What follows belongs to an exercise in optimizing a design on an open flow for small area, a short achievable clock period and few clock cycles per item; a production flow would make more cautious choices.
Function was checked by simulation only, so behaviour that the tests miss may differ from the original.
Power is estimated from default activity; no workload was simulated.

File: design/flow/design.v
package cpu_pkg;
  localparam int data_w    = 16;
  localparam int reg_idx_w = 4;
  typedef enum logic [2:0] {
    op_arith  = 3'b000,
    op_cmpmul = 3'b001,
    op_load   = 3'b010,
    op_store  = 3'b011,
    op_beq    = 3'b100,
    op_jump   = 3'b101
  } opcode_t;
  localparam logic funct_add = 1'b0;
  localparam logic funct_sub = 1'b1;
  localparam logic funct_slt = 1'b0;
  localparam logic funct_mul = 1'b1;
  typedef struct packed {
    opcode_t              opcode;
    logic [reg_idx_w-1:0] rs;
    logic [reg_idx_w-1:0] rt;
    logic [reg_idx_w-1:0] rd;
    logic                 funct;
  } r_fmt_t;
  typedef struct packed {
    opcode_t              opcode;
    logic [reg_idx_w-1:0] rs;
    logic [reg_idx_w-1:0] rt;
    logic signed [4:0]    imm;
  } i_fmt_t;
  typedef struct packed {
    opcode_t     opcode;
    logic [11:0] target;
    logic        unused;
  } j_fmt_t;
  typedef union packed {
    r_fmt_t r_fmt;
    i_fmt_t i_fmt;
    j_fmt_t j_fmt;
  } instr_t;
  typedef enum logic [2:0] {
    st_fetch,
    st_decode,
    st_execute,
    st_memory,
    st_writeback
  } core_state_t;
  localparam logic region_instr = 1'b0;
  localparam logic region_data  = 1'b1;
endpackage
module mul16_cs (
  input  logic [15:0] a,
  input  logic [15:0] b,
  output logic [15:0] x,
  output logic [15:0] y,
  output logic [15:0] z
);
  logic bs1_1;
  logic bs2_2;
  logic bng_3;
  logic pp_4;
  logic pp_5;
  logic pp_6;
  logic pp_7;
  logic pp_8;
  logic pp_9;
  logic pp_10;
  logic pp_11;
  logic pp_12;
  logic pp_13;
  logic pp_14;
  logic pp_15;
  logic pp_16;
  logic pp_17;
  logic pp_18;
  logic pp_19;
  logic bs1_20;
  logic bs2_21;
  logic bng_22;
  logic pp_23;
  logic pp_24;
  logic pp_25;
  logic pp_26;
  logic pp_27;
  logic pp_28;
  logic pp_29;
  logic pp_30;
  logic pp_31;
  logic pp_32;
  logic pp_33;
  logic pp_34;
  logic pp_35;
  logic pp_36;
  logic bs1_37;
  logic bs2_38;
  logic bng_39;
  logic pp_40;
  logic pp_41;
  logic pp_42;
  logic pp_43;
  logic pp_44;
  logic pp_45;
  logic pp_46;
  logic pp_47;
  logic pp_48;
  logic pp_49;
  logic pp_50;
  logic pp_51;
  logic bs1_52;
  logic bs2_53;
  logic bng_54;
  logic pp_55;
  logic pp_56;
  logic pp_57;
  logic pp_58;
  logic pp_59;
  logic pp_60;
  logic pp_61;
  logic pp_62;
  logic pp_63;
  logic pp_64;
  logic bs1_65;
  logic bs2_66;
  logic bng_67;
  logic pp_68;
  logic pp_69;
  logic pp_70;
  logic pp_71;
  logic pp_72;
  logic pp_73;
  logic pp_74;
  logic pp_75;
  logic bs1_76;
  logic bs2_77;
  logic bng_78;
  logic pp_79;
  logic pp_80;
  logic pp_81;
  logic pp_82;
  logic pp_83;
  logic pp_84;
  logic bs1_85;
  logic bs2_86;
  logic bng_87;
  logic pp_88;
  logic pp_89;
  logic pp_90;
  logic pp_91;
  logic bs1_92;
  logic bs2_93;
  logic bng_94;
  logic pp_95;
  logic pp_96;
  logic s_97;
  logic c_98;
  logic s_99;
  logic c_100;
  logic s_101;
  logic c_102;
  logic s_103;
  logic c_104;
  logic s_105;
  logic c_106;
  logic s_107;
  logic c_108;
  logic s_109;
  logic c_110;
  logic s_111;
  logic c_112;
  logic s_113;
  logic c_114;
  logic s_115;
  logic c_116;
  logic s_117;
  logic c_118;
  logic s_119;
  logic c_120;
  logic s_121;
  logic c_122;
  logic s_123;
  logic c_124;
  logic s_125;
  logic c_126;
  logic s_127;
  logic c_128;
  logic s_129;
  logic c_130;
  logic s_131;
  logic c_132;
  logic s_133;
  logic c_134;
  logic s_135;
  logic c_136;
  logic s_137;
  logic c_138;
  logic s_139;
  logic c_140;
  logic s_141;
  logic c_142;
  logic s_143;
  logic c_144;
  logic s_145;
  logic c_146;
  logic s_147;
  logic c_148;
  logic s_149;
  logic c_150;
  logic s_151;
  logic c_152;
  logic s_153;
  logic c_154;
  logic s_155;
  logic c_156;
  logic s_157;
  logic c_158;
  logic s_159;
  logic c_160;
  logic s_161;
  logic c_162;
  logic s_163;
  logic c_164;
  logic s_165;
  logic c_166;
  logic s_167;
  logic c_168;
  logic s_169;
  logic c_170;
  logic s_171;
  logic c_172;
  logic s_173;
  logic c_174;
  logic s_175;
  logic c_176;
  logic s_177;
  logic c_178;
  logic s_179;
  logic c_180;
  assign bs1_1 = b[0] ^ 1'b0;
  assign bs2_2 = (b[1] & ~b[0] & ~1'b0) | (~b[1] & b[0] & 1'b0);
  assign bng_3 = b[1];
  assign pp_4 = ((bs1_1 & a[0]) | (bs2_2 & 1'b0)) ^ bng_3;
  assign pp_5 = ((bs1_1 & a[1]) | (bs2_2 & a[0])) ^ bng_3;
  assign pp_6 = ((bs1_1 & a[2]) | (bs2_2 & a[1])) ^ bng_3;
  assign pp_7 = ((bs1_1 & a[3]) | (bs2_2 & a[2])) ^ bng_3;
  assign pp_8 = ((bs1_1 & a[4]) | (bs2_2 & a[3])) ^ bng_3;
  assign pp_9 = ((bs1_1 & a[5]) | (bs2_2 & a[4])) ^ bng_3;
  assign pp_10 = ((bs1_1 & a[6]) | (bs2_2 & a[5])) ^ bng_3;
  assign pp_11 = ((bs1_1 & a[7]) | (bs2_2 & a[6])) ^ bng_3;
  assign pp_12 = ((bs1_1 & a[8]) | (bs2_2 & a[7])) ^ bng_3;
  assign pp_13 = ((bs1_1 & a[9]) | (bs2_2 & a[8])) ^ bng_3;
  assign pp_14 = ((bs1_1 & a[10]) | (bs2_2 & a[9])) ^ bng_3;
  assign pp_15 = ((bs1_1 & a[11]) | (bs2_2 & a[10])) ^ bng_3;
  assign pp_16 = ((bs1_1 & a[12]) | (bs2_2 & a[11])) ^ bng_3;
  assign pp_17 = ((bs1_1 & a[13]) | (bs2_2 & a[12])) ^ bng_3;
  assign pp_18 = ((bs1_1 & a[14]) | (bs2_2 & a[13])) ^ bng_3;
  assign pp_19 = ((bs1_1 & a[15]) | (bs2_2 & a[14])) ^ bng_3;
  assign bs1_20 = b[2] ^ b[1];
  assign bs2_21 = (b[3] & ~b[2] & ~b[1]) | (~b[3] & b[2] & b[1]);
  assign bng_22 = b[3];
  assign pp_23 = ((bs1_20 & a[0]) | (bs2_21 & 1'b0)) ^ bng_22;
  assign pp_24 = ((bs1_20 & a[1]) | (bs2_21 & a[0])) ^ bng_22;
  assign pp_25 = ((bs1_20 & a[2]) | (bs2_21 & a[1])) ^ bng_22;
  assign pp_26 = ((bs1_20 & a[3]) | (bs2_21 & a[2])) ^ bng_22;
  assign pp_27 = ((bs1_20 & a[4]) | (bs2_21 & a[3])) ^ bng_22;
  assign pp_28 = ((bs1_20 & a[5]) | (bs2_21 & a[4])) ^ bng_22;
  assign pp_29 = ((bs1_20 & a[6]) | (bs2_21 & a[5])) ^ bng_22;
  assign pp_30 = ((bs1_20 & a[7]) | (bs2_21 & a[6])) ^ bng_22;
  assign pp_31 = ((bs1_20 & a[8]) | (bs2_21 & a[7])) ^ bng_22;
  assign pp_32 = ((bs1_20 & a[9]) | (bs2_21 & a[8])) ^ bng_22;
  assign pp_33 = ((bs1_20 & a[10]) | (bs2_21 & a[9])) ^ bng_22;
  assign pp_34 = ((bs1_20 & a[11]) | (bs2_21 & a[10])) ^ bng_22;
  assign pp_35 = ((bs1_20 & a[12]) | (bs2_21 & a[11])) ^ bng_22;
  assign pp_36 = ((bs1_20 & a[13]) | (bs2_21 & a[12])) ^ bng_22;
  assign bs1_37 = b[4] ^ b[3];
  assign bs2_38 = (b[5] & ~b[4] & ~b[3]) | (~b[5] & b[4] & b[3]);
  assign bng_39 = b[5];
  assign pp_40 = ((bs1_37 & a[0]) | (bs2_38 & 1'b0)) ^ bng_39;
  assign pp_41 = ((bs1_37 & a[1]) | (bs2_38 & a[0])) ^ bng_39;
  assign pp_42 = ((bs1_37 & a[2]) | (bs2_38 & a[1])) ^ bng_39;
  assign pp_43 = ((bs1_37 & a[3]) | (bs2_38 & a[2])) ^ bng_39;
  assign pp_44 = ((bs1_37 & a[4]) | (bs2_38 & a[3])) ^ bng_39;
  assign pp_45 = ((bs1_37 & a[5]) | (bs2_38 & a[4])) ^ bng_39;
  assign pp_46 = ((bs1_37 & a[6]) | (bs2_38 & a[5])) ^ bng_39;
  assign pp_47 = ((bs1_37 & a[7]) | (bs2_38 & a[6])) ^ bng_39;
  assign pp_48 = ((bs1_37 & a[8]) | (bs2_38 & a[7])) ^ bng_39;
  assign pp_49 = ((bs1_37 & a[9]) | (bs2_38 & a[8])) ^ bng_39;
  assign pp_50 = ((bs1_37 & a[10]) | (bs2_38 & a[9])) ^ bng_39;
  assign pp_51 = ((bs1_37 & a[11]) | (bs2_38 & a[10])) ^ bng_39;
  assign bs1_52 = b[6] ^ b[5];
  assign bs2_53 = (b[7] & ~b[6] & ~b[5]) | (~b[7] & b[6] & b[5]);
  assign bng_54 = b[7];
  assign pp_55 = ((bs1_52 & a[0]) | (bs2_53 & 1'b0)) ^ bng_54;
  assign pp_56 = ((bs1_52 & a[1]) | (bs2_53 & a[0])) ^ bng_54;
  assign pp_57 = ((bs1_52 & a[2]) | (bs2_53 & a[1])) ^ bng_54;
  assign pp_58 = ((bs1_52 & a[3]) | (bs2_53 & a[2])) ^ bng_54;
  assign pp_59 = ((bs1_52 & a[4]) | (bs2_53 & a[3])) ^ bng_54;
  assign pp_60 = ((bs1_52 & a[5]) | (bs2_53 & a[4])) ^ bng_54;
  assign pp_61 = ((bs1_52 & a[6]) | (bs2_53 & a[5])) ^ bng_54;
  assign pp_62 = ((bs1_52 & a[7]) | (bs2_53 & a[6])) ^ bng_54;
  assign pp_63 = ((bs1_52 & a[8]) | (bs2_53 & a[7])) ^ bng_54;
  assign pp_64 = ((bs1_52 & a[9]) | (bs2_53 & a[8])) ^ bng_54;
  assign bs1_65 = b[8] ^ b[7];
  assign bs2_66 = (b[9] & ~b[8] & ~b[7]) | (~b[9] & b[8] & b[7]);
  assign bng_67 = b[9];
  assign pp_68 = ((bs1_65 & a[0]) | (bs2_66 & 1'b0)) ^ bng_67;
  assign pp_69 = ((bs1_65 & a[1]) | (bs2_66 & a[0])) ^ bng_67;
  assign pp_70 = ((bs1_65 & a[2]) | (bs2_66 & a[1])) ^ bng_67;
  assign pp_71 = ((bs1_65 & a[3]) | (bs2_66 & a[2])) ^ bng_67;
  assign pp_72 = ((bs1_65 & a[4]) | (bs2_66 & a[3])) ^ bng_67;
  assign pp_73 = ((bs1_65 & a[5]) | (bs2_66 & a[4])) ^ bng_67;
  assign pp_74 = ((bs1_65 & a[6]) | (bs2_66 & a[5])) ^ bng_67;
  assign pp_75 = ((bs1_65 & a[7]) | (bs2_66 & a[6])) ^ bng_67;
  assign bs1_76 = b[10] ^ b[9];
  assign bs2_77 = (b[11] & ~b[10] & ~b[9]) | (~b[11] & b[10] & b[9]);
  assign bng_78 = b[11];
  assign pp_79 = ((bs1_76 & a[0]) | (bs2_77 & 1'b0)) ^ bng_78;
  assign pp_80 = ((bs1_76 & a[1]) | (bs2_77 & a[0])) ^ bng_78;
  assign pp_81 = ((bs1_76 & a[2]) | (bs2_77 & a[1])) ^ bng_78;
  assign pp_82 = ((bs1_76 & a[3]) | (bs2_77 & a[2])) ^ bng_78;
  assign pp_83 = ((bs1_76 & a[4]) | (bs2_77 & a[3])) ^ bng_78;
  assign pp_84 = ((bs1_76 & a[5]) | (bs2_77 & a[4])) ^ bng_78;
  assign bs1_85 = b[12] ^ b[11];
  assign bs2_86 = (b[13] & ~b[12] & ~b[11]) | (~b[13] & b[12] & b[11]);
  assign bng_87 = b[13];
  assign pp_88 = ((bs1_85 & a[0]) | (bs2_86 & 1'b0)) ^ bng_87;
  assign pp_89 = ((bs1_85 & a[1]) | (bs2_86 & a[0])) ^ bng_87;
  assign pp_90 = ((bs1_85 & a[2]) | (bs2_86 & a[1])) ^ bng_87;
  assign pp_91 = ((bs1_85 & a[3]) | (bs2_86 & a[2])) ^ bng_87;
  assign bs1_92 = b[14] ^ b[13];
  assign bs2_93 = (b[15] & ~b[14] & ~b[13]) | (~b[15] & b[14] & b[13]);
  assign bng_94 = b[15];
  assign pp_95 = ((bs1_92 & a[0]) | (bs2_93 & 1'b0)) ^ bng_94;
  assign pp_96 = ((bs1_92 & a[1]) | (bs2_93 & a[0])) ^ bng_94;
  assign s_97 = pp_14 ^ pp_31;
  assign c_98 = pp_14 & pp_31;
  assign s_99 = pp_15 ^ pp_32;
  assign c_100 = pp_15 & pp_32;
  assign s_101 = pp_16 ^ pp_33 ^ pp_48;
  assign c_102 = (pp_16 & pp_33) | (pp_48 & (pp_16 ^ pp_33));
  assign s_103 = pp_61 ^ pp_72;
  assign c_104 = pp_61 & pp_72;
  assign s_105 = pp_17 ^ pp_34 ^ pp_49;
  assign c_106 = (pp_17 & pp_34) | (pp_49 & (pp_17 ^ pp_34));
  assign s_107 = pp_62 ^ pp_73;
  assign c_108 = pp_62 & pp_73;
  assign s_109 = pp_18 ^ pp_35 ^ pp_50;
  assign c_110 = (pp_18 & pp_35) | (pp_50 & (pp_18 ^ pp_35));
  assign s_111 = pp_63 ^ pp_74 ^ pp_83;
  assign c_112 = (pp_63 & pp_74) | (pp_83 & (pp_63 ^ pp_74));
  assign s_113 = pp_90 ^ pp_95;
  assign c_114 = pp_90 & pp_95;
  assign s_115 = pp_19 ^ pp_36 ^ pp_51;
  assign c_116 = (pp_19 & pp_36) | (pp_51 & (pp_19 ^ pp_36));
  assign s_117 = pp_64 ^ pp_75 ^ pp_84;
  assign c_118 = (pp_64 & pp_75) | (pp_84 & (pp_64 ^ pp_75));
  assign s_119 = pp_91 ^ pp_96;
  assign c_120 = pp_91 & pp_96;
  assign s_121 = pp_10 ^ pp_27;
  assign c_122 = pp_10 & pp_27;
  assign s_123 = pp_11 ^ pp_28;
  assign c_124 = pp_11 & pp_28;
  assign s_125 = pp_12 ^ pp_29 ^ pp_44;
  assign c_126 = (pp_12 & pp_29) | (pp_44 & (pp_12 ^ pp_29));
  assign s_127 = pp_57 ^ pp_68;
  assign c_128 = pp_57 & pp_68;
  assign s_129 = pp_13 ^ pp_30 ^ pp_45;
  assign c_130 = (pp_13 & pp_30) | (pp_45 & (pp_13 ^ pp_30));
  assign s_131 = pp_58 ^ pp_69;
  assign c_132 = pp_58 & pp_69;
  assign s_133 = pp_46 ^ pp_59 ^ pp_70;
  assign c_134 = (pp_46 & pp_59) | (pp_70 & (pp_46 ^ pp_59));
  assign s_135 = pp_79 ^ bng_78 ^ s_97;
  assign c_136 = (pp_79 & bng_78) | (s_97 & (pp_79 ^ bng_78));
  assign s_137 = pp_47 ^ pp_60 ^ pp_71;
  assign c_138 = (pp_47 & pp_60) | (pp_71 & (pp_47 ^ pp_60));
  assign s_139 = pp_80 ^ s_99 ^ c_98;
  assign c_140 = (pp_80 & s_99) | (c_98 & (pp_80 ^ s_99));
  assign s_141 = pp_81 ^ pp_88 ^ bng_87;
  assign c_142 = (pp_81 & pp_88) | (bng_87 & (pp_81 ^ pp_88));
  assign s_143 = s_101 ^ s_103 ^ c_100;
  assign c_144 = (s_101 & s_103) | (c_100 & (s_101 ^ s_103));
  assign s_145 = pp_82 ^ pp_89 ^ s_105;
  assign c_146 = (pp_82 & pp_89) | (s_105 & (pp_82 ^ pp_89));
  assign s_147 = s_107 ^ c_102 ^ c_104;
  assign c_148 = (s_107 & c_102) | (c_104 & (s_107 ^ c_102));
  assign s_149 = bng_94 ^ s_109 ^ s_111;
  assign c_150 = (bng_94 & s_109) | (s_111 & (bng_94 ^ s_109));
  assign s_151 = s_113 ^ c_106 ^ c_108;
  assign c_152 = (s_113 & c_106) | (c_108 & (s_113 ^ c_106));
  assign s_153 = s_115 ^ s_117 ^ s_119;
  assign c_154 = (s_115 & s_117) | (s_119 & (s_115 ^ s_117));
  assign s_155 = c_110 ^ c_112 ^ c_114;
  assign c_156 = (c_110 & c_112) | (c_114 & (c_110 ^ c_112));
  assign s_157 = pp_8 ^ pp_25;
  assign c_158 = pp_8 & pp_25;
  assign s_159 = pp_9 ^ pp_26;
  assign c_160 = pp_9 & pp_26;
  assign s_161 = pp_42 ^ pp_55 ^ bng_54;
  assign c_162 = (pp_42 & pp_55) | (bng_54 & (pp_42 ^ pp_55));
  assign s_163 = pp_43 ^ pp_56 ^ s_123;
  assign c_164 = (pp_43 & pp_56) | (s_123 & (pp_43 ^ pp_56));
  assign s_165 = bng_67 ^ s_125 ^ s_127;
  assign c_166 = (bng_67 & s_125) | (s_127 & (bng_67 ^ s_125));
  assign s_167 = s_129 ^ s_131 ^ c_126;
  assign c_168 = (s_129 & s_131) | (c_126 & (s_129 ^ s_131));
  assign s_169 = s_133 ^ s_135 ^ c_130;
  assign c_170 = (s_133 & s_135) | (c_130 & (s_133 ^ s_135));
  assign s_171 = s_137 ^ s_139 ^ c_134;
  assign c_172 = (s_137 & s_139) | (c_134 & (s_137 ^ s_139));
  assign s_173 = s_141 ^ s_143 ^ c_138;
  assign c_174 = (s_141 & s_143) | (c_138 & (s_141 ^ s_143));
  assign s_175 = s_145 ^ s_147 ^ c_142;
  assign c_176 = (s_145 & s_147) | (c_142 & (s_145 ^ s_147));
  assign s_177 = s_149 ^ s_151 ^ c_146;
  assign c_178 = (s_149 & s_151) | (c_146 & (s_149 ^ s_151));
  assign s_179 = s_153 ^ s_155 ^ c_150;
  assign c_180 = (s_153 & s_155) | (c_150 & (s_153 ^ s_155));
  assign x = {c_152, c_148, c_144, c_140, c_136, c_132, c_128, c_124, c_122, s_121, pp_41, pp_40, pp_7, pp_6, pp_5, pp_4};
  assign y = {s_179, s_177, s_175, s_173, s_171, s_169, s_167, s_165, s_163, s_161, s_159, bng_39, pp_24, pp_23, 1'b0, bng_3};
  assign z = {c_178, c_176, c_174, c_172, c_170, c_168, c_166, c_164, c_162, c_160, c_158, s_157, 1'b0, bng_22, 1'b0, 1'b0};
endmodule
module cpu_top #(
  parameter int addr_w = 12
) (
  input  logic                       clk,
  input  logic                       rst_n,
  output logic                       io_stall,
  output logic                       mem_req,
  output logic                       mem_we,
  output logic [addr_w:0]            mem_addr,
  output logic [cpu_pkg::data_w-1:0] mem_wdata,
  input  logic                       mem_ack,
  input  logic [cpu_pkg::data_w-1:0] mem_rdata
);
  localparam int dw = cpu_pkg::data_w;
  logic              q_data;    
  logic              q_ld;      
  logic [addr_w-1:0] fa;        
  logic              ir_v;
  logic [15:0]       ir;
  logic              ir_jd;     
  logic              ir_f;      
  logic [dw-1:0]     op_a;      
  logic [dw-1:0]     op_b;      
  logic [15:0]       rv;        
  logic [dw-1:0]     t_a [0:15];    
  logic [dw-1:0]     t_b [0:15];
  logic [dw-1:0]     rd_a, rd_b;
  logic [2:0]        pend;      
  logic              m2;
  logic [3:0]        wb_rt;
  logic [dw-1:0]     cs_x, cs_y, cs_z, cs_x_d, cs_y_d, cs_z_d;
  logic [dw-1:0]     cs_s, cs_c;
  logic [2:0]        op;
  logic [3:0]        rs, rt, rd;
  logic              is_load, is_store, is_mem, is_alu, is_mul, is_beq, is_jump;
  logic              uses_rs, uses_rt;
  logic              adv, f_busy, ld_busy, wbusy, hazard, ex, redir, arr, w_jump, w_beqs, w_wait;
  logic [addr_w-1:0] w_tgt;
  logic              nxt_data, nxt_none, nxt_fetch;
  logic [addr_w-1:0] beq_tgt, fetch_nx, fa_inc;
  logic [dw-1:0]     alu_out, alu_sum;
  logic              alu_sub, alu_lt;
  logic              ld_wr, alu_wr, wr_en;
  logic [3:0]        wr_idx;
  logic [dw-1:0]     wr_data;
  logic [3:0]        idx_a, idx_b;
  logic              r_e, r_d, r_one, r_two;
  logic [2:0]        p_dec, p_nxt;
  logic              io_stall_q;    
  assign op       = ir[15:13];
  assign rs       = ir[12:9];
  assign rt       = ir[8:5];
  assign rd       = ir[4:1];
  assign is_load  = (op == 3'b010);
  assign is_store = (op == 3'b011);
  assign is_mem   = (op[2:1] == 2'b01);
  assign is_alu   = (op[2:1] == 2'b00);
  assign is_mul   = (op == 3'b001) && ir[0];
  assign is_beq   = (op == 3'b100);
  assign is_jump  = (op == 3'b101);
  assign uses_rs  = is_alu || is_mem || is_beq;
  assign uses_rt  = is_alu || is_store || is_beq;
  assign adv     = mem_ack || !mem_req;
  assign f_busy  = mem_req && !q_data;
  assign ld_busy = q_data && q_ld;
  assign wbusy  = ld_busy || m2;
  assign hazard = wbusy &&
                  (is_alu || (uses_rs && rs == wb_rt) || (uses_rt && rt == wb_rt));
  assign ex     = ir_v && !hazard;
  assign redir  = ex && !ir_jd && ((is_beq && op_a == op_b) || is_jump);
  assign arr    = mem_ack && f_busy && !redir;
  assign w_jump = (mem_rdata[15:13] == 3'b101);
  assign w_beqs = (mem_rdata[15:13] == 3'b100) && (mem_rdata[12:9] == mem_rdata[8:5]);
  assign w_tgt  = w_jump ? mem_rdata[12:1] : fa + addr_w'($signed(mem_rdata[4:0])) + addr_w'(1);
  assign w_wait = (mem_rdata[15:14] == 2'b00) ||
                  (mem_rdata[15] ^ mem_rdata[14]) && (mem_rdata[12:9] == rd) ||
                  ((mem_rdata[15:13] == 3'b011) || (mem_rdata[15:13] == 3'b100)) && (mem_rdata[8:5] == rd);
  assign alu_sub = op[0] || ir[0];
  assign alu_sum = op_a + (op_b ^ {dw{alu_sub}}) + dw'(alu_sub);
  assign alu_lt  = (op_a[dw-1] ^ op_b[dw-1]) ? op_a[dw-1] : alu_sum[dw-1];
  assign alu_out = op[0] ? {{(dw-1){1'b0}}, alu_lt} : alu_sum;
  mul16_cs u_mul (.a(op_a), .b(op_b), .x(cs_x_d), .y(cs_y_d), .z(cs_z_d));
  always_ff @(posedge clk) begin
    cs_x <= cs_x_d;
    cs_y <= cs_y_d;
    cs_z <= cs_z_d;
  end
  assign cs_s = cs_x ^ cs_y ^ cs_z;
  assign cs_c = {(cs_x[dw-2:0] & cs_y[dw-2:0]) | (cs_z[dw-2:0] & (cs_x[dw-2:0] ^ cs_y[dw-2:0])), 1'b0};
  assign ld_wr   = adv && ld_busy;
  assign alu_wr  = adv && ex && is_alu && !is_mul;
  assign wr_en   = ld_wr || m2 || alu_wr;
  assign wr_idx  = (ld_busy || m2) ? wb_rt : rd;
  assign wr_data = ld_busy ? mem_rdata : m2 ? (cs_s + cs_c) : alu_out;
  for (genvar i = 0; i < 16; i++) begin : g_rf
    logic [dw-1:0] q;
    always_ff @(posedge clk) begin
      if (wr_en && wr_idx == 4'(i)) q <= wr_data;
    end
    assign t_a[i] = q & {dw{rv[i] && idx_a == 4'(i)}};
    assign t_b[i] = q & {dw{rv[i] && idx_b == 4'(i)}};
  end
  always_ff @(posedge clk or negedge rst_n) begin
    if (!rst_n) begin
      rv <= '0;
    end else if (wr_en) begin
      rv[wr_idx] <= 1'b1;
    end
  end
  always_comb begin
    rd_a = '0;
    rd_b = '0;
    for (int i = 0; i < 16; i++) begin
      rd_a = rd_a | t_a[i];
      rd_b = rd_b | t_b[i];
    end
  end
  assign idx_a = (mem_ack && f_busy) ? mem_rdata[12:9] : rs;
  assign idx_b = (mem_ack && f_busy) ? mem_rdata[8:5]  : rt;
  always_ff @(posedge clk) begin
    op_a <= (wr_en && wr_idx == idx_a) ? wr_data : rd_a;
    op_b <= (wr_en && wr_idx == idx_b) ? wr_data : rd_b;
  end
  assign beq_tgt   = fa + addr_w'($signed(ir[4:0])) + addr_w'(!ir_f);
  assign fa_inc    = fa + addr_w'(1);
  assign nxt_data  = ex && is_mem;
  assign nxt_none  = ex && is_mul && mem_ack && f_busy && w_wait;
  assign nxt_fetch = !nxt_data && !nxt_none;
  assign fetch_nx  = redir ? (is_jump ? ir[12:1] : beq_tgt) :
                     (arr && (w_jump || w_beqs)) ? w_tgt : fa_inc;
  always_ff @(posedge clk or negedge rst_n) begin
    if (!rst_n) begin
      mem_req   <= 1'b0;
      q_data    <= 1'b0;
      fa        <= '1;
    end else if (adv) begin
      mem_req <= !nxt_none;
      q_data  <= nxt_data;
      if (nxt_fetch) begin
        fa <= fetch_nx;
      end
    end
  end
  always_ff @(posedge clk) begin
    if (adv) begin
      q_ld    <= nxt_data && is_load;
      mem_we  <= nxt_data && is_store;
      if (nxt_data) begin
        mem_addr  <= {1'b1, op_a[addr_w-1:0] + addr_w'($signed(ir[4:0]))};
        mem_wdata <= op_b;
      end else if (nxt_fetch) begin
        mem_addr  <= {1'b0, fetch_nx};
      end
    end
  end
  assign r_e   = adv && ex && !is_mem && !is_mul;
  assign r_d   = adv && q_data;
  assign r_one = r_e || r_d || m2;
  assign r_two = (r_e && r_d) || (r_e && m2) || (r_d && m2);
  assign p_dec = pend - 3'(pend != 3'd0);
  assign p_nxt = r_two ? p_dec + 3'd2 : r_one ? p_dec + 3'd1 : p_dec;
  always_ff @(posedge clk or negedge rst_n) begin
    if (!rst_n) begin
      ir_v  <= 1'b0;
      pend  <= '0;
      io_stall_q <= 1'b1;
      m2    <= 1'b0;
    end else begin
      pend <= p_nxt;
      io_stall_q <= (p_nxt == 3'd0);
      m2   <= adv && ex && is_mul;
      if (adv) begin
        if (arr) begin
          ir_v <= 1'b1;
        end else if (ex) begin
          ir_v <= 1'b0;
        end
      end
    end
  end
  always_ff @(posedge clk) begin
    if (adv) begin
      if (nxt_data && is_load) wb_rt <= rt;
      if (ex && is_mul)        wb_rt <= rd;
      if (arr) begin
        ir    <= mem_rdata;
        ir_jd <= (w_jump || w_beqs) && nxt_fetch;
        ir_f  <= nxt_fetch;
      end else begin
        ir_f  <= ir_f || nxt_fetch;
      end
    end
  end
  assign io_stall = io_stall_q;
endmodule
File: design/flow/run.sh
#!/bin/bash
# synth_recipe.tcl (not shown) runs the flow's synth.tcl, then flattens the netlist and writes it again
# the make line also repeats each setting of config.mk as NAME=value (left out here)
make -C /OpenROAD-flow-scripts/flow DESIGN_CONFIG=/design/flow/config.mk WORK_HOME=/design/flow/orfs CLKGATE_MAP_FILE= SYNTH_SCRIPT=/design/flow/synth_recipe.tcl finish
File: design/flow/config.mk
export PLATFORM = sky130hd
export DESIGN_NAME = cpu_top
export DESIGN_NICKNAME = cpu_top
export VERILOG_FILES = /design/flow/design.v
export SDC_FILE = /design/flow/constraint.sdc
export NUM_CORES = 4
export LEC_CHECK = 0
export CAP_MARGIN = 20
export CORE_MARGIN = 2
export CORE_UTILIZATION = 55
export SETUP_SLACK_MARGIN = 4.5
export SLEW_MARGIN = 20
File: design/flow/constraint.sdc
create_clock -name core_clock -period 8.0 [get_ports {clk}]
set_input_delay 1.6000 -clock core_clock [delete_from_list [all_inputs] [get_ports {clk}]]
set_output_delay 1.6000 -clock core_clock [all_outputs]
set_load 0.01 [all_outputs]
==> summary.txt, run 1 <==
Placed design
  – PortBufs: 50
  – Final HPWL DP: approximately 54 mm
  – Placement Setup Slack: 2.84 ns
  – Placed Cells: between 2000 and 3000
  – GPL Wtd Cong: 0.978

Detailed routing
  – Antenna Nets Post-Route: 0
  – WL final: about 86 mm
  – Vias per cell: 6.85
  – Via count: 20700
  – DRT Pass-1 Iters: 7
  – Drt wl/cell: ~28 um
  – # DRC: 0
  – Starting DRT DRC Count: 2717

Clocking
  – Cts bufs inserted: 45
  – Clock Tree Root: clkbuf_16
  – Clk latency of the worst-skew pair: around 0.6 ns
  – Clock sink count: ~420
  – Htree depth: 2
  – Worst-path clk slew: 0.06 ns
  – CTS max path bufs: 3
  – CTS Hold Buffers Added: 0
  – CTS tree: done

Pwr
  – Peak supply drop: between 0.0002 and 0.00025 V
  – PD cells: 367 nW/um^2
  – Leak: 0.0105 uW

Logic synthesis
  – Distinct cells, synth: 85
  – Avg Cell Area, Syn: 10.5 sq um
  – Area contributors post-synth: edfxtp_1 38%, dfxtp_1 6.2%, a22oi_1 4.8%, ha_1 4.3%, xnor2_1 3.6%
  – Post-synth top area share: 37.6%
  – Post-Synthesis Cells: 2344
  – Post-synth top cells: 309 x edfxtp_1, 211 x nand2_1, 160 x nor2_1
  – Post-synth EDFFs: 309
  – Mapped Nets: 2486
  – Commonest register cell after synthesis: edfxtp_1
  – Synth area leader: edfxtp_1
  – Number of synthesis warnings: 3
  – Yosys reg bits: 421
  – Syn Std Cell Area: approximately 25000 sq um
  – Post-synth ARST share: 8.55%
  – Top-count cell post-synth: edfxtp_1
  – Seq/Total Area, Yosys: a little under half

STA
  – TNS Setup: 0 ns
  – Worst hold margin: 0.493 ns
  – Final Cycle Share: 43.8%
  – # setup viols final: 0
  – Maximum clock rate: around 0.29 GHz
  – Fin Clk Skew: between 0.02 and 0.03 ns
  – Max Slew Vio Count: 0
  – Max_slew headroom: 27.7%
  – Worst Tran Pin Value: 1.08 ns
  – Final WS setup: ~4.5 ns
  – Hold Vio Cnt, Final: 0
  – Final min period: 3.50 ns
  – Unrepaired setup endpoints after global routing: true

Worst setup path
  – Worst Setup Path Type: reg -> reg
  – CP max FO: 16
  – CP bufs+invs: 3
  – Arrival @ worst endpoint: 3.82 ns
  – Max stage delay on crit path: 0.50 ns
  – Setup crit end kind: register
  – Slowest CP cell: edfxtp_1
  – Cell family with most CP delay: compound AO/OA/AOI/OAI gates
  – Cell chain of the critical path: nor2_4, buf_4, xnor2_1, ha_1, nor2b_2, o31a_1, o41ai_4, o31ai_4, a21oi_2, mux2i_2, o32ai_4, buf_12, clkinv_4
  – WP data required: approximately 8.3 ns
  – Critical Path Start Type: register

Global route
  – Initial antenna violation count: 0
  – Gr ovfl total: 0
  – Vias in the first global route: 19800
  – First-pass GRT wire length: 126 mm
  – Largest net degree at the start of global routing: 40
  – All-Layer GR Usage: 36.4%

Cells and area
  – Antenna diode count: 0
  – Ratio of cells with drive above 1 in the final layout: 16.3%
  – Area grow syn2layout: 16.1%
  – Non-filler instance count after layout: 3020
  – Nets: roughly 2500

Die
  – Initial Utilization: 55.8%
  – Core Footprint: 44200 sq um
  – DIE AREA: 46600 sq um
  – Die H: 216 um
  – Die width: between 200 and 250 um
  – Rows: just under 80
  – Ports: 51

Run
  – Maxcap violations: 0

Hold path
  – Min-Delay Path Class: reg -> reg

Outcome
  – Status: timing/DRC/antenna clean
[worst reg2reg max path: stages, from the launching register on]
cell and delay [ns]:
edfxtp_1 0.50, nor2_4 0.18, buf_4 0.15, xnor2_1 0.06, ha_1 0.36, nor2b_2 0.19, o31a_1 0.34, o41ai_4 0.42
o31ai_4 0.15, a21oi_2 0.18, mux2i_2 0.10, o32ai_4 0.31, buf_12 0.16, clkinv_4 0.11
[placed cells by master (no fill, tap or decap), types with 19 or more instances in the layout]
| cell type | instances |
|---|---|
| edfxtp_1 | 309 |
| nand4_1 | 19 |
| a21oi_1 | 107 |
| clkdlybuf4s50_1 | 34 |
| ha_1 | 80 |
| clkbuf_16 | 46 |
| dfxtp_1 | 74 |
| mux2_2 | 34 |
| inv_1 | 43 |
| nand3_1 | 91 |
| xnor2_1 | 101 |
| buf_4 | 95 |
| nand2_1 | 207 |
| nor2_1 | 138 |
| dfrtp_1 | 23 |
| a22o_1 | 43 |
| o21ai_0 | 87 |
| mux2i_1 | 36 |
| xor2_1 | 52 |
| a22oi_1 | 157 |
| nor2b_1 | 21 |
| a221oi_1 | 62 |
| o22ai_1 | 25 |
| fa_1 | 37 |
| and3_1 | 24 |
| a222oi_1 | 32 |
| a21o_1 | 20 |
[final timing paths]
check / depth (start not counted) / endpoint / slack, ns / start
worst max-delay path: 13 / g_rf[0].q[14] / 4.50 / ir[0]
worst min-delay path: 1 / rv[6] / 0.49 / rv[6]
worst max register to register: 13 / g_rf[0].q[14] / 4.50 / ir[0]
worst min register to register: 1 / rv[6] / 0.49 / rv[6]
max in group asynchronous: 1 / pend[0] / 6.27 / rst_n
min in group asynchronous: 1 / mem_req / 1.14 / rst_n
[where the power goes]
| group | leakage (uW) | internal (uW) | switching [uW] |
|---|---|---|---|
| combinational | 0.00581 | 1990 | 2900 |
| clock | 0.000773 | 1310 | 928 |
| sequential | 0.00388 | 3030 | 355 |
[area by class of cell]
class                           instances  area, sq um
Clock buffer                           54         1200
Tap cell                              592          741
Timing Repair inverter                  1         7.51
Sequential cell                       421        11700
Timing Repair Buffer                  171         1600
Fill cell                            3417        15600
Inverter                               53          224
Clock inverter                         29          385
Multi-Input combinational cell       1699        12800
[flip-flops by register name, summed over array words and instances, names as in the netlist, 15 cells and up]
signal / cells
op_b: 16
mem_wdata: 16
cs_y: 15
rv: 16
ir: 16
cs_x: 16
op_a: 16
g_rf.q: 256
[what timing repair did]
action,in CTS,in global routing
setup buffers,21,28
pin swaps,15,30
endpoints found under the hold margin,0,0
gates resized for setup,110,96
setup endpoints to repair,464,304
cloned,4,1
[routing by layer]
metal  global-route usage, %  vias up  routed length [um]
met5                       0        -                   0
met4                    19.5        0                4790
met3                    5.67      279                8340
met2                    58.2     1281               39700
met1                    47.7    10100               33000
li1                        -     9019                   -
[kinds of logic (layout without fill, tap and decap cells)]
logic type      Yosys count  count (layout)  share of synthesized area, %
buf+inv                 226             308                          3.60
simple gates            643             645                          12.2
fa+ha+maj               133             133                          7.83
xor+xnor                156             156                          5.54
compound gates          683             683                          19.7
flops                   421             421                          47.5
mux                      82              82                          3.59
[metrics by stage]
step / cell area, sq um / util [%] / total power [uW]
after floorplan: 24800 / - / 6420
after global placement: 25900 / 58.5 / 7660
after detailed placement: 25900 / 58.5 / 7750
after CTS: 28000 / 63.4 / 10100
after global routing: 28600 / 64.8 / 11100
final: 28600 / 64.8 / 10500
Testbench counts, summed over its fixed seeds: cycles 33,391, instrs 24,000.
==> run 2, diff against run 1 <==
--- a/design/flow/config.mk
+++ b/design/flow/config.mk
@@ -12 +12,2 @@
 export SLEW_MARGIN = 20
+export TNS_END_PERCENT = 10
==> summary.txt, run 2 <==
Worst setup path
  – CP max FO: 17
  – CP bufs+invs: 1
  – Slowest CP cell: dfrtp_1
  – Most frequent CP cell: nor2_4
  – Max stage delay on crit path: 0.58 ns
  – Setup crit end kind: register
  – Critical Path Start Type: register
  – Worst R2R Start: q_data
  – Worst Setup Path Type: reg -> reg
  – Worst reg-to-reg path cell count: 8
  – R2R Setup Slk: 4.34 ns
  – Arrival @ worst endpoint: between 3 and 4 ns
  – Cell chain of the critical path: and2_2, nor2_4, o21ai_2, and2_4, o31ai_4, nand2_1, nor2_4, buf_4
  – WP data required: 8.29 ns
  – Worst r2r dst: g_rf[8].q[9]
  – Cell family with most CP delay: simple AND/OR/NAND/NOR gates

Global route
  – Initial antenna violation count: 0
  – First-pass GRT wire length: 126 mm
  – Largest net degree at the start of global routing: 40
  – All-Layer GR Usage: 36.1%
  – Gr ovfl total: 0
  – Vias in the first global route: about 20000

Detailed routing
  – Drt wl/cell: 28.4 um
  – Antenna Nets Post-Route: 0
  – Starting DRT DRC Count: 3015
  – DRT Pass-1 Iters: 9
  – # DRC: 0
  – Vias per cell: between 6 and 7
  – WL final: 85.1 mm
  – Via count: 20600

Die
  – Core Footprint: 44200 sq um
  – Ports: 51
  – DIE AREA: 46600 sq um
  – Die width: 216 um
  – Initial Utilization: 55.8%
  – Rows: between 70 and 80
  – Die H: 216 um

Cells and area
  – Multi-input logic area: 12500 sq um
  – Max FFs per register: 256
  – Ratio of cells with drive above 1 in the final layout: 14.2%
  – Util after Layout: approximately 64%
  – Nets: 2515
  – # fillers: 3579
  – Antenna diode count: 0
  – Most frequent cells in the layout: 309 x edfxtp_1, 209 x nand2_1, 157 x a22oi_1
  – Top reg by flops: g_rf.q
  – Register area: 11700 sq um
  – Area grow syn2layout: 14.1%
  – Most common cell after layout, fill and taps aside: edfxtp_1

STA
  – Fin Clk Skew: 0.0347 ns
  – # setup viols final: 0
  – Worst Tran Pin Value: 1.07 ns
  – Unrepaired setup endpoints after global routing: true
  – Final min period: 3.66 ns
  – Max Slew Vio Count: 0
  – Hold Vio Cnt, Final: 0
  – Maximum clock rate: approximately 0.27 GHz
  – TNS Setup: 0 ns
  – Final Cycle Share: a little under half
  – Max_slew headroom: around 28%

Hold path
  – Hold Crit Start: rv[5]
  – Min-Delay Path Class: reg -> reg
  – Hold Path Sink: rv[5]
  – Hold Crit Depth: 1

Pwr
  – Combinational share of power: 45.9%
  – PD cells: approximately 360 nW/um^2
  – Sequential Power Share: roughly a third
  – Clock power share: 21.2%
  – Switching pwr: between 4000 and 5000 uW
  – Peak supply drop: between 0.0002 and 0.00025 V
  – Switching Share: 40.0%
  – Int Power: ~6100 uW
  – Leak: slightly above 0.01 uW

Placed design
  – GPL Wtd Cong: 0.931
  – Final HPWL DP: roughly 54 mm
  – PortBufs: 50

Clocking
  – CTS tree: done
  – Worst-path clk slew: 0.06 ns
  – CTS max path bufs: 3
  – Clock Tree Root: clkbuf_16
  – Cts bufs inserted: between 40 and 50
  – Htree depth: 2
  – Clk latency of the worst-skew pair: 0.62 ns
  – Clock sink count: 421

Logic synthesis
  – Top-count cell post-synth: edfxtp_1
  – Post-synth EDFFs: 309
  – Syn Std Cell Area: 24700 sq um
  – Post-synth top cells: 309 x edfxtp_1, 211 x nand2_1, 160 x nor2_1
  – Synth area leader: edfxtp_1
  – Distinct cells, synth: 85
  – Number of synthesis warnings: 3
  – Post-synth ARST share: 8.55%
  – Seq/Total Area, Yosys: roughly 47%
  – Post-synth top area share: a little under two fifths
  – Post-Synthesis Cells: approximately 2300
  – Area contributors post-synth: edfxtp_1 38%, dfxtp_1 6.2%, a22oi_1 4.8%, ha_1 4.3%, xnor2_1 3.6%
  – Yosys reg bits: 421
  – Commonest register cell after synthesis: edfxtp_1
  – Mapped Nets: roughly 2500
  – Avg Cell Area, Syn: around 11 sq um

Run
  – Maxcap violations: 0

Outcome
  – Status: timing/DRC/antenna clean
==> run 2: cell counts after synthesis <==
No cell type changed its count.
==> run 2: cell type report <==
type	count	share of cell area [%]
tap	592	2.63
clock inverter	30	1.23
timing repair buffer	153	5.04
clock buffer	53	4.14
sequential	421	41.6
multi-input combinational	1698	44.5
inverter	53	0.760
timing repair inverter	1	0.0222
==> run 2: logic make-up after synthesis <==
family / after synthesis / synth area share, %
compound gates: 683 / 19.7
simple gates: 643 / 12.2
flops: 421 / 47.5
buf+inv: 226 / 3.60
xor+xnor: 156 / 5.54
fa+ha+maj: 133 / 7.83
mux: 82 / 3.59
==> run 2: repair_timing <==
| action | in CTS | in global routing |
|---|---|---|
| gates resized for setup | 99 | 60 |
| buffers inserted | 22 | 9 |
| hold buffers | 0 | 0 |
| setup endpoints to repair | 560 | 381 |
| cloned | 3 | 1 |
| pin swaps | 13 | 25 |
==> run 2: power groups by stage <==
stage | clock network, uW | registers, uW | logic, uW
3_3_place_gp | 0 | 3400 | 4230
3_5_place_dp | 0 | 3400 | 4310
5_1_grt | 2270 | 3400 | 5170
4_1_cts | 2180 | 3360 | 4490
6_report | 2170 | 3370 | 4700
2_1_floorplan | 0 | 3250 | 3150
==> run 2: how the worst max path moves through the flow <==
stage                   end         start  cells past startpoint  slack, ns
6_report       g_rf[8].q[9]        q_data                      8       4.34
5_1_grt            cs_y[15]       op_b[5]                     12       4.24
4_1_cts         mem_addr[4]       op_b[0]                     11       4.33
3_5_place_dp        op_b[2]       mem_ack                     10       2.83
3_3_place_gp        op_b[2]       mem_ack                     10       2.95
2_1_floorplan   mem_addr[6]  mem_rdata[0]                     12       4.14
==> run 2: layer usage <==
layer  track usage [%]  vias up  routed length (um)  part of all wire (%)
li1                  -     8974                   -                     -
met1              48.4     9922               33100                    39
met2              57.3     1357               39100                    46
met3              6.00      297                8660                    10
met4              17.5        0                4290                   5.0
met5                 0        -                   0                     0
==> run 2: through the flow <==
stage	total power [uW]	std cells	area, sq um	hold slack (ns)	setup slack (ns)
global route	10800	3001	28200	0.514	4.24
detailed placement	7710	2883	25800	0.476	2.83
global placement	7630	2883	25800	0.454	2.95
CTS	10000	2991	27900	0.488	4.33
finish	10200	3001	28200	0.488	4.34
floorplan	6390	2344	24700	0.345	4.14
==> run 3, diff against run 2 <==
--- a/design/flow/config.mk
+++ b/design/flow/config.mk
@@ -10,4 +10,3 @@
 export CORE_UTILIZATION = 55
-export SETUP_SLACK_MARGIN = 4.5
+export SETUP_SLACK_MARGIN = 4.3
 export SLEW_MARGIN = 20
-export TNS_END_PERCENT = 10
==> summary.txt, run 3 <==
Outcome
  – Status: timing/DRC/antenna clean

Clocking
  – CTS tree: done
  – Worst-path clk slew: about 0.060 ns
  – CTS max path bufs: 3
  – Cts bufs inserted: 45
  – Clock sink count: ~420
  – Clock Tree Root: clkbuf_16
  – Clk latency of the worst-skew pair: 0.61 ns
  – Htree depth: 2

Cells and area
  – Nets: ~2500
  – Non-filler instance count after layout: 2990
  – Max FFs per register: 256
  – Antenna diode count: 0
  – Register area: 11700 sq um
  – # fillers: 3589
  – Multi-input logic area: about 13000 sq um
  – Finished Cell Area: 27900 sq um
  – Ratio of cells with drive above 1 in the final layout: 13.4%
  – Area grow syn2layout: 13.0%
  – Top reg by flops: g_rf.q
  – Most frequent cells in the layout: 309 x edfxtp_1, 209 x nand2_1, 157 x a22oi_1
  – Most common cell after layout, fill and taps aside: edfxtp_1

Worst setup path
  – Worst Setup Path Type: in -> reg
  – Most frequent CP cell: mux2_2
  – Cell chain of the critical path: clkdlybuf4s50_1, nand3b_1, buf_12, mux2_2, and3_2, a222oi_1, nand2_1, nor2_1, nand3_1, mux2_2
  – Arrival @ worst endpoint: 4.15 ns
  – Slowest CP cell: clkdlybuf4s50_1
  – CP max FO: 24
  – Cell family with most CP delay: simple AND/OR/NAND/NOR gates
  – Setup crit end kind: register
  – WP data required: 8.48 ns
  – Critical Path Start Type: primary input
  – CP bufs+invs: 2
  – Max stage delay on crit path: 0.44 ns

Pwr
  – Leak: 0.0102 uW
  – PD cells: 362 nW/um^2
  – Peak supply drop: approximately 0.00024 V
  – Total power: 10100 uW

STA
  – Fin Clk Skew: slightly above 0.03 ns
  – TNS Setup: 0 ns
  – # setup viols final: 0
  – Maximum clock rate: 0.272 GHz
  – Max_slew headroom: a little under a quarter
  – Final min period: around 3.7 ns
  – Hold Vio Cnt, Final: 0
  – Worst Tran Pin Value: 1.15 ns
  – Max Slew Vio Count: 0
  – Unrepaired setup endpoints after global routing: true
  – Final Cycle Share: 45.9%

Die
  – Core Footprint: 44200 sq um
  – Die H: approximately 220 um
  – Initial Utilization: 55.8%
  – Ports: 51
  – DIE AREA: 46600 sq um
  – Rows: 77
  – Die width: 216 um

Detailed routing
  – Met3 routed WL: 8.48 mm
  – DRT Pass-1 Iters: 7
  – Wl on met1: 32.5 mm
  – Drt wl/cell: 28.2 um
  – Routed wl met2: 39.0 mm
  – Via count: around 20000
  – Starting DRT DRC Count: ~2600
  – Max layer used: met4
  – # DRC: 0
  – Antenna Nets Post-Route: 0
  – WL final: 84.5 mm
  – Vias per cell: roughly 7

Logic synthesis
  – Seq/Total Area, Yosys: 47.5%
  – Top-count cell post-synth: edfxtp_1
  – Post-synth ARST share: 8.55%
  – Distinct cells, synth: between 80 and 90
  – Post-synth top cells: 309 x edfxtp_1, 211 x nand2_1, 160 x nor2_1
  – Commonest register cell after synthesis: edfxtp_1
  – Mapped Nets: 2486
  – Post-synth top area share: 37.6%
  – Syn Std Cell Area: 24700 sq um
  – Post-synth EDFFs: between 300 and 400
  – Area contributors post-synth: edfxtp_1 38%, dfxtp_1 6.2%, a22oi_1 4.8%, ha_1 4.3%, xnor2_1 3.6%
  – Synth area leader: edfxtp_1
  – Yosys reg bits: 421
  – Post-Synthesis Cells: 2344
  – Avg Cell Area, Syn: ~11 sq um
  – Number of synthesis warnings: 3

Placed design
  – DP Area: 25900 sq um
  – Placed Cells: 2888
  – Final HPWL DP: 53.7 mm
  – GPL Wtd Cong: 0.938
  – PortBufs: 50

Global route
  – Gr ovfl total: 0
  – Initial antenna violation count: 0
  – First-pass GRT wire length: 124 mm
  – All-Layer GR Usage: 35.8%
  – Largest net degree at the start of global routing: 49
  – Vias in the first global route: a little under 20000

Run
  – Maxcap violations: 0

Hold path
  – Min-Delay Path Class: reg -> reg
[run 3: changes by cell type in the layout (fill, tap and decap cells not counted), moves of 4 or more]
| cell | delta |
|---|---|
| and3_4 | +5 |
| nor4_1 | -6 |
| nor2_4 | -4 |
| and3_2 | -5 |
| nor4_2 | +4 |
| buf_4 | -4 |
| clkbuf_1 | +7 |
| buf_8 | -4 |
[run 3: per-stage QoR]
| step | setup slack (ns) | utilization, % | hold WS (ns) |
|---|---|---|---|
| CTS | 4.26 | 62.2 | 0.518 |
| global route | 4.28 | 63.1 | 0.544 |
| global placement | 3.15 | 58.5 | 0.481 |
| floorplan | 4.30 | - | 0.345 |
| finish | 4.32 | 63.1 | 0.529 |
| detailed placement | 3.09 | 58.5 | 0.483 |
[run 3: metal layers]
layer  track usage, %  vias to the layer above
met5                0                        -
met4             17.6                        0
met3             6.26                      272
met2             57.7                     1270
met1             46.8                     9952
li1                 -                     8947
[run 3: path summary, 6_finish.rpt]
path	start	to	slack, ns	depth (start not counted)
min in group asynchronous	rst_n	rv[10]	1.16	1
max in group asynchronous	rst_n	pend[2]	6.19	1
worst max register to register	op_a[1]	g_rf[14].q[2]	4.41	7
worst max-delay path	mem_ack	op_a[15]	4.32	10
worst min register to register	rv[3]	rv[3]	0.53	1
worst min-delay path	rv[3]	rv[3]	0.53	1
[run 3: worst register-to-register path: cells and delay by family, from the launching register on]
| family | cells | cell delay (ns) |
|---|---|---|
| flip-flops | 1 | 0.40 |
| buffers and inverters | 3 | 1.16 |
| AO/OA/AOI/OAI | 2 | 1.14 |
| AND/OR/NAND/NOR | 1 | 0.14 |
| adder cells (fa/ha/maj) | 1 | 0.48 |
[run 3: final cells by class]
cell class	count	share of cell area [%]
clock buffer	61	4.33
inverter	53	0.758
sequential	421	42.0
timing repair buffer	145	4.57
clock inverter	21	0.821
multi-input combinational	1697	44.8
tap	592	2.66
[run 3: cell families (layout without fill, tap and decap cells)]
group,after synthesis,in the layout,share of synthesized area (%)
simple gates,643,643,12.2
mux,82,82,3.59
flops,421,421,47.5
buf+inv,226,280,3.60
fa+ha+maj,133,133,7.83
xor+xnor,156,156,5.54
compound gates,683,683,19.7
[run 3: where the power goes]
group	total [uW]	internal (uW)	switching, uW
Combinational	4640	1820	2820
Clock	2080	1190	891
Sequential	3380	3030	349
[run 3: repair_timing]
action,CTS,global route
setup buffers,9,9
hold buffers,0,0
gates resized for setup,52,65
setup endpoints to repair,295,177
cloned,0,1
pin swaps,7,14
==> run 4, diff against run 3 <==
--- a/design/flow/config.mk
+++ b/design/flow/config.mk
@@ -10,3 +10,5 @@
 export CORE_UTILIZATION = 55
-export SETUP_SLACK_MARGIN = 4.3
+export CTS_BUF_LIST = sky130_fd_sc_hd__clkbuf_4 sky130_fd_sc_hd__clkbuf_8
+export CTS_CLUSTER_SIZE = 24
+export SETUP_SLACK_MARGIN = 4.5
 export SLEW_MARGIN = 20
==> summary.txt, run 4 <==
STA
  – Max_slew headroom: 30.6%
  – Final min period: between 3 and 4 ns
  – # setup viols final: 0
  – Hold Vio Cnt, Final: 0
  – Fin Clk Skew: 0.0343 ns
  – TNS Setup: 0 ns
  – Worst Tran Pin Value: 1.04 ns
  – Maximum clock rate: 0.284 GHz
  – Max Slew Vio Count: 0
  – Final Cycle Share: 44.1%
  – Unrepaired setup endpoints after global routing: true

Detailed routing
  – WL final: 86.1 mm
  – Starting DRT DRC Count: 2883
  – Drt wl/cell: roughly 28 um
  – Max layer used: met4
  – Via count: a little over 20000
  – Met3 routed WL: 8.90 mm
  – Wl on met1: roughly 33 mm
  – Antenna Nets Post-Route: 0
  – Routed wl met2: ~40 mm
  – Vias per cell: roughly 6.8
  – # DRC: 0
  – DRT Pass-1 Iters: 9

Pwr
  – Int Power: 6160 uW
  – Sequential Power Share: between 30% and 40%
  – Total power: 10300 uW
  – PD cells: 366 nW/um^2
  – Leak: approximately 0.010 uW
  – Switching Share: 40.5%
  – Clock power share: 20.8%
  – Peak supply drop: between 0.0002 and 0.00025 V
  – Combinational share of power: 46.6%
  – Switching pwr: 4190 uW

Worst setup path
  – R2R Setup Slk: 4.48 ns
  – Arrival @ worst endpoint: 4.03 ns
  – CP startpoint: mem_rdata[7]
  – Setup crit end kind: register
  – CP max FO: 16
  – Worst R2R Start: ir[0]
  – Critical Path Start Type: primary input
  – WP data required: 8.51 ns
  – Worst Setup Path Type: in -> reg

Cells and area
  – Top reg by flops: g_rf.q
  – Ratio of cells with drive above 1 in the final layout: 17.0%
  – Nets: 2542
  – Most common cell after layout, fill and taps aside: edfxtp_1
  – Most frequent cells in the layout: 309 x edfxtp_1, 207 x nand2_1, 157 x a22oi_1
  – Max FFs per register: 256
  – Area grow syn2layout: 14.7%

Outcome
  – Status: timing/DRC/antenna clean

Logic synthesis
  – Mapped Nets: 2486
  – Syn Std Cell Area: ~25000 sq um
  – Post-synth top area share: a little under two fifths
  – Area contributors post-synth: edfxtp_1 38%, dfxtp_1 6.2%, a22oi_1 4.8%, ha_1 4.3%, xnor2_1 3.6%
  – Yosys reg bits: 421
  – Avg Cell Area, Syn: 10.5 sq um
  – Post-synth top cells: 309 x edfxtp_1, 211 x nand2_1, 160 x nor2_1
  – Top-count cell post-synth: edfxtp_1
  – Distinct cells, synth: 85
  – Post-synth EDFFs: 309
  – Synth area leader: edfxtp_1
  – Post-synth ARST share: about 8.6%
  – Post-Synthesis Cells: 2344
  – Number of synthesis warnings: 3
  – Commonest register cell after synthesis: edfxtp_1
  – Seq/Total Area, Yosys: a little under half

Clocking
  – Clock Tree Root: clkbuf_8
  – Clk latency of the worst-skew pair: about 0.67 ns
  – CTS max path bufs: 3
  – Clock sink count: 421
  – Worst-path clk slew: 0.06 ns
  – Htree depth: 3
  – CTS tree: done
  – Cts bufs inserted: between 70 and 80

Placed design
  – Final HPWL DP: between 50 and 60 mm
  – PortBufs: 50
  – GPL Wtd Cong: 0.978

Die
  – Rows: 77
  – Ports: 51
  – Initial Utilization: 55.8%
  – Die width: 216 um
  – Core Footprint: 44200 sq um
  – Die H: 216 um
  – DIE AREA: about 47000 sq um

Global route
  – Gr ovfl total: 0
  – All-Layer GR Usage: 36.6%
  – Initial antenna violation count: 1
  – Vias in the first global route: between 20000 and 25000
  – First-pass GRT wire length: 127 mm
  – Largest net degree at the start of global routing: 40

Run
  – Maxcap violations: 0

Hold path
  – Min-Delay Path Class: reg -> reg
  – Hold Crit Start: rv[7]
==> run 4: cells by family after synthesis <==
group           count (synthesis)  synth area share, %
flops                         421                 47.5
fa+ha+maj                     133                 7.83
mux                            82                 3.59
simple gates                  643                 12.2
buf+inv                       226                 3.60
xor+xnor                      156                 5.54
compound gates                683                 19.7
==> run 4: stage by stage <==
stage	area, sq um	util (%)	std cells	hold slack [ns]	setup WS, ns
finish	28300	64.0	3051	0.483	4.48
global route	28300	64.0	3050	0.525	4.33
global placement	25900	58.5	2882	0.481	2.92
CTS	27900	63.2	3036	0.488	4.50
floorplan	24800	-	2344	0.345	4.31
detailed placement	25900	58.5	2882	0.478	2.84
==> run 4: worst paths after layout <==
kind | cells after the start | endpoint
setup / recovery | 10 | op_b[2]
hold / removal | 1 | rv[7]
setup reg to reg | 14 | op_b[0]
hold reg to reg | 1 | rv[7]
max in group asynchronous | 1 | pend[0]
min in group asynchronous | 1 | rv[10]
==> run 4: power groups by stage <==
stage	sequential (uW)	combinational [uW]	clock, uW
after floorplan	3250	3170	0
after global placement	3420	4240	0
after detailed placement	3420	4330	0
after CTS	3380	4500	2170
after global routing	3410	5240	2260
final	3380	4820	2150
==> run 4: what timing repair did <==
item	4_1_cts	5_1_grt
hold buffers	0	0
pin swaps	10	21
gates resized for setup	94	85
gates cloned	2	1
setup buffers	19	12
setup endpoints to repair	401	258
==> run 4: critical path, cell delays in order <==
cell	delay [ns]
dlygate4sd2_1	0.44
nor2b_1	0.29
nand3_1	0.13
a21boi_2	0.06
buf_4	0.25
a22o_1	0.27
a221oi_1	0.21
nand3_1	0.18
nor4_1	0.49
a21oi_1	0.09
==> run 4: layout make-up <==
type,count,area (sq um)
repair inverters,1,7.51
flip-flops and latches,421,11700
clock buffers,96,1210
diodes,1,2.50
clock inverters,37,370
fillers,3488,15900
inverters,53,221
repair buffers,152,1350
well taps,592,741
multi-input cells,1698,12700
==> run 4: metal layers <==
| layer | vias to the layer above | track usage [%] |
|---|---|---|
| li1 | 9032 | - |
| met1 | 10000 | 47.7 |
| met2 | 1314 | 57.8 |
| met3 | 315 | 6.72 |
| met4 | 0 | 20.6 |
| met5 | - | 0 |
==> run 5, diff against run 4 <==
--- a/design/flow/design.v
+++ b/design/flow/design.v
@@ -461,2 +461,3 @@
   logic              alu_sub, alu_lt;
+  logic              ir_sub;    
   logic              ld_wr, alu_wr, wr_en;
@@ -496,3 +497,3 @@
                   ((mem_rdata[15:13] == 3'b011) || (mem_rdata[15:13] == 3'b100)) && (mem_rdata[8:5] == rd);
-  assign alu_sub = op[0] || ir[0];
+  assign alu_sub = ir_sub;
   assign alu_sum = op_a + (op_b ^ {dw{alu_sub}}) + dw'(alu_sub);
@@ -605,2 +606,3 @@
         ir    <= mem_rdata;
+        ir_sub <= mem_rdata[13] || mem_rdata[0];
         ir_jd <= (w_jump || w_beqs) && nxt_fetch;
--- a/design/flow/config.mk
+++ b/design/flow/config.mk
@@ -10,4 +10,2 @@
 export CORE_UTILIZATION = 55
-export CTS_BUF_LIST = sky130_fd_sc_hd__clkbuf_4 sky130_fd_sc_hd__clkbuf_8
-export CTS_CLUSTER_SIZE = 24
 export SETUP_SLACK_MARGIN = 4.5
==> summary.txt, run 5 <==
Outcome
  – Status: timing/DRC/antenna clean

STA
  – # setup viols final: 0
  – Max Slew Vio Count: 0
  – Hold Vio Cnt, Final: 0
  – TNS Setup: 0 ns
  – Worst hold margin: 0.498 ns
  – Worst Tran Pin Value: a little over 1 ns
  – Maximum clock rate: 0.290 GHz
  – Unrepaired setup endpoints after global routing: true
  – Fin Clk Skew: about 0.029 ns
  – Max_slew headroom: 31.8%
  – Final Cycle Share: 43.1%
  – Final min period: 3.45 ns

Worst setup path
  – Worst Setup Path Type: in -> reg
  – Arrival @ worst endpoint: roughly 3.9 ns
  – Slowest CP cell: nor4_1
  – Cell family with most CP delay: simple AND/OR/NAND/NOR gates
  – WP data required: 8.46 ns
  – Critical Path Start Type: primary input
  – Setup crit end kind: register
  – Cell chain of the critical path: clkdlybuf4s15_1, nand3b_4, buf_12, mux2_1, and2_2, and3_4, a22oi_1, nand2_1, nor4_1, mux2i_1
  – Max stage delay on crit path: between 0.3 and 0.4 ns
  – CP max FO: 16
  – CP bufs+invs: 2

Placed design
  – PortBufs: 50
  – Final HPWL DP: 53.5 mm
  – GPL Wtd Cong: 0.916

Detailed routing
  – DRT Pass-1 Iters: 6
  – WL final: 84.5 mm
  – Vias per cell: around 6.8
  – Antenna Nets Post-Route: 0
  – Via count: 20300
  – Drt wl/cell: between 20 and 30 um
  – Starting DRT DRC Count: 2613
  – # DRC: 0

Cells and area
  – Multi-input logic area: 12500 sq um
  – Ratio of cells with drive above 1 in the final layout: 14.6%
  – Most common cell after layout, fill and taps aside: edfxtp_1
  – Antenna diode count: 0
  – # fillers: around 3500
  – Nets: 2491
  – Util after Layout: 63.5%
  – Max FFs per register: 256
  – Most frequent cells in the layout: 310 x edfxtp_1, 231 x nand2_1, 229 x a22oi_1
  – Area grow syn2layout: 14.0%
  – Register area: between 10000 and 15000 sq um
  – Top reg by flops: g_rf.q

Logic synthesis
  – Seq/Total Area, Yosys: a little under half
  – Syn Std Cell Area: 24600 sq um
  – Synth area leader: edfxtp_1
  – Commonest register cell after synthesis: edfxtp_1
  – Post-synth ARST share: 8.53%
  – Top-count cell post-synth: edfxtp_1
  – Post-Synthesis Cells: ~2300
  – Mapped Nets: 2477
  – Yosys reg bits: between 400 and 500
  – Post-synth EDFFs: slightly above 300
  – Area contributors post-synth: edfxtp_1 38%, a22oi_1 7.0%, dfxtp_1 6.2%, ha_1 4.3%, nand2_1 3.6%
  – Post-synth top cells: 310 x edfxtp_1, 235 x nand2_1, 231 x a22oi_1
  – Number of synthesis warnings: 3
  – Avg Cell Area, Syn: between 10 and 15 sq um
  – Distinct cells, synth: 82
  – Post-synth top area share: 37.8%

Pwr
  – PD cells: 363 nW/um^2
  – Peak supply drop: 0.000241 V
  – Leak: 0.0106 uW

Global route
  – First-pass GRT wire length: 125 mm
  – All-Layer GR Usage: 35.9%
  – Largest net degree at the start of global routing: 47
  – Gr ovfl total: 0
  – Vias in the first global route: 19500
  – Initial antenna violation count: 0

Clocking
  – Htree depth: 2
  – Clock Tree Root: clkbuf_16
  – Worst-path clk slew: 0.06 ns
  – Clk latency of the worst-skew pair: 0.61 ns
  – Clock sink count: 422
  – CTS max path bufs: 3
  – CTS tree: done
  – Cts bufs inserted: 46
  – CTS Hold Buffers Added: 0

Die
  – Die H: 216 um
  – Initial Utilization: 55.7%
  – DIE AREA: 46500 sq um
  – Die width: 216 um
  – Core Footprint: 44200 sq um
  – Ports: slightly above 50
  – Rows: 77

Run
  – Maxcap violations: 0

Hold path
  – Min-Delay Path Class: reg -> reg
run 5: cell count changes in the layout (fill, tap and decap cells not counted), moves of 18 or more:
cell	delta
a22oi_1	+72
xor2_1	+18
nand3_1	-58
mux2_2	-20
a221oi_1	-26
xnor2_1	-18
clkbuf_8	-73
a222oi_1	-32
nand2_1	+24
clkbuf_16	+47
run 5: cell type report:
| class | count | area share, % |
|---|---|---|
| Timing Repair inverter | 1 | 0.0267 |
| Timing Repair Buffer | 139 | 4.36 |
| Inverter | 63 | 0.922 |
| Sequential cell | 422 | 41.9 |
| Tap cell | 592 | 2.64 |
| Clock inverter | 24 | 1.01 |
| Clock buffer | 62 | 4.60 |
| Multi-Input combinational cell | 1676 | 44.6 |
run 5: final timing paths:
kind,start,endpoint,slack (ns),cells past startpoint
max,mem_ack,op_a[12],4.55,10
min,rv[4],rv[4],0.50,1
max reg2reg,op_a[0],ir[13],4.57,11
min reg2reg,rv[4],rv[4],0.50,1
max in group asynchronous,rst_n,pend[1],6.23,1
min in group asynchronous,rst_n,rv[9],1.14,1
run 5: what timing repair did:
action / CTS / global route
setup endpoints to repair: 540 / 233
gates cloned: 1 / 1
buffers inserted: 14 / 12
gates resized for setup: 113 / 78
pin swaps: 11 / 11
run 5: per-layer routing:
metal | routed length [um] | track usage (%) | share of wire, % | vias up
met1 | 32900 | 47.5 | 39 | 9903
met4 | 4530 | 17.0 | 5.4 | 0
met5 | 0 | 0 | 0 | -
met3 | 8320 | 6.34 | 9.8 | 317
met2 | 38700 | 57.5 | 46 | 1277
li1 | - | - | - | 8833
run 5: where the power goes:
part | leakage, uW | total [uW] | internal, uW | switching (uW)
logic | 0.00591 | 4620 | 1830 | 2790
registers | 0.00389 | 3370 | 3010 | 353
clock network | 0.000754 | 2210 | 1280 | 935
run 5: cell families (layout without fill, tap and decap cells):
| group | Yosys count | count (layout) | synth area share [%] |
|---|---|---|---|
| mux | 87 | 87 | 3.80 |
| buf+inv | 238 | 289 | 3.98 |
| compound gates | 670 | 670 | 19.0 |
| simple gates | 622 | 623 | 11.9 |
| fa+ha+maj | 139 | 139 | 8.08 |
| flops | 422 | 422 | 47.7 |
| xor+xnor | 157 | 157 | 5.64 |
run 5: metrics by stage:
step | std cells | area, sq um | power, uW | worst slack [ns]
CTS | 2966 | 27800 | 10000 | 4.50
global placement | 2865 | 25700 | 7610 | 3.12
global route | 2979 | 28100 | 10800 | 4.46
detailed placement | 2865 | 25700 | 7720 | 3.10
floorplan | 2335 | 24700 | 6420 | 4.22
finish | 2979 | 28100 | 10200 | 4.55
Testbench counts of run 5, summed over its fixed seeds: cycles 33,391, instrs 24,000.

static timing again, ports no longer ideal:
How much do the figures lean on ideal ports? The routed layouts below were timed once more, with nothing changed but the port constraints. Step 1: set_driving_cell puts a clkbuf_16 on clk and a buf_2 on each other input, an assumption about the parent block. Step 2 also shifts input and output timing later by t, the mid clock arrival at the registers, as if the neighbouring blocks saw the same clock. Three values: ideal ports, drivers, drivers and shift; two values: the first two.
run	shift t [ns]	setup slack, ns	hold WS [ns]	worst setup path after step 2
run 1	0.659	4.498 / 4.498 / 3.883	0.493 / 0.493 / 0.493	input to register
run 2	0.655	4.339 / 4.339 / 3.734	0.488 / 0.488 / 0.488	input to register
run 3	0.651	4.324 / 4.360 / 3.709	0.529 / 0.529 / 0.529	input to register
run 4	0.713	4.475 / 4.477 / 3.803	0.483 / 0.483 / 0.483	input to register
run 5	0.659	4.549 / 4.575 / 3.924	0.498 / 0.498 / 0.498	input to register
After both steps setup and hold are still met in every run listed. For run 4, which loses most, drivers alone change the setup slack by +0.002 ns; drivers and shift together by -0.672 ns.
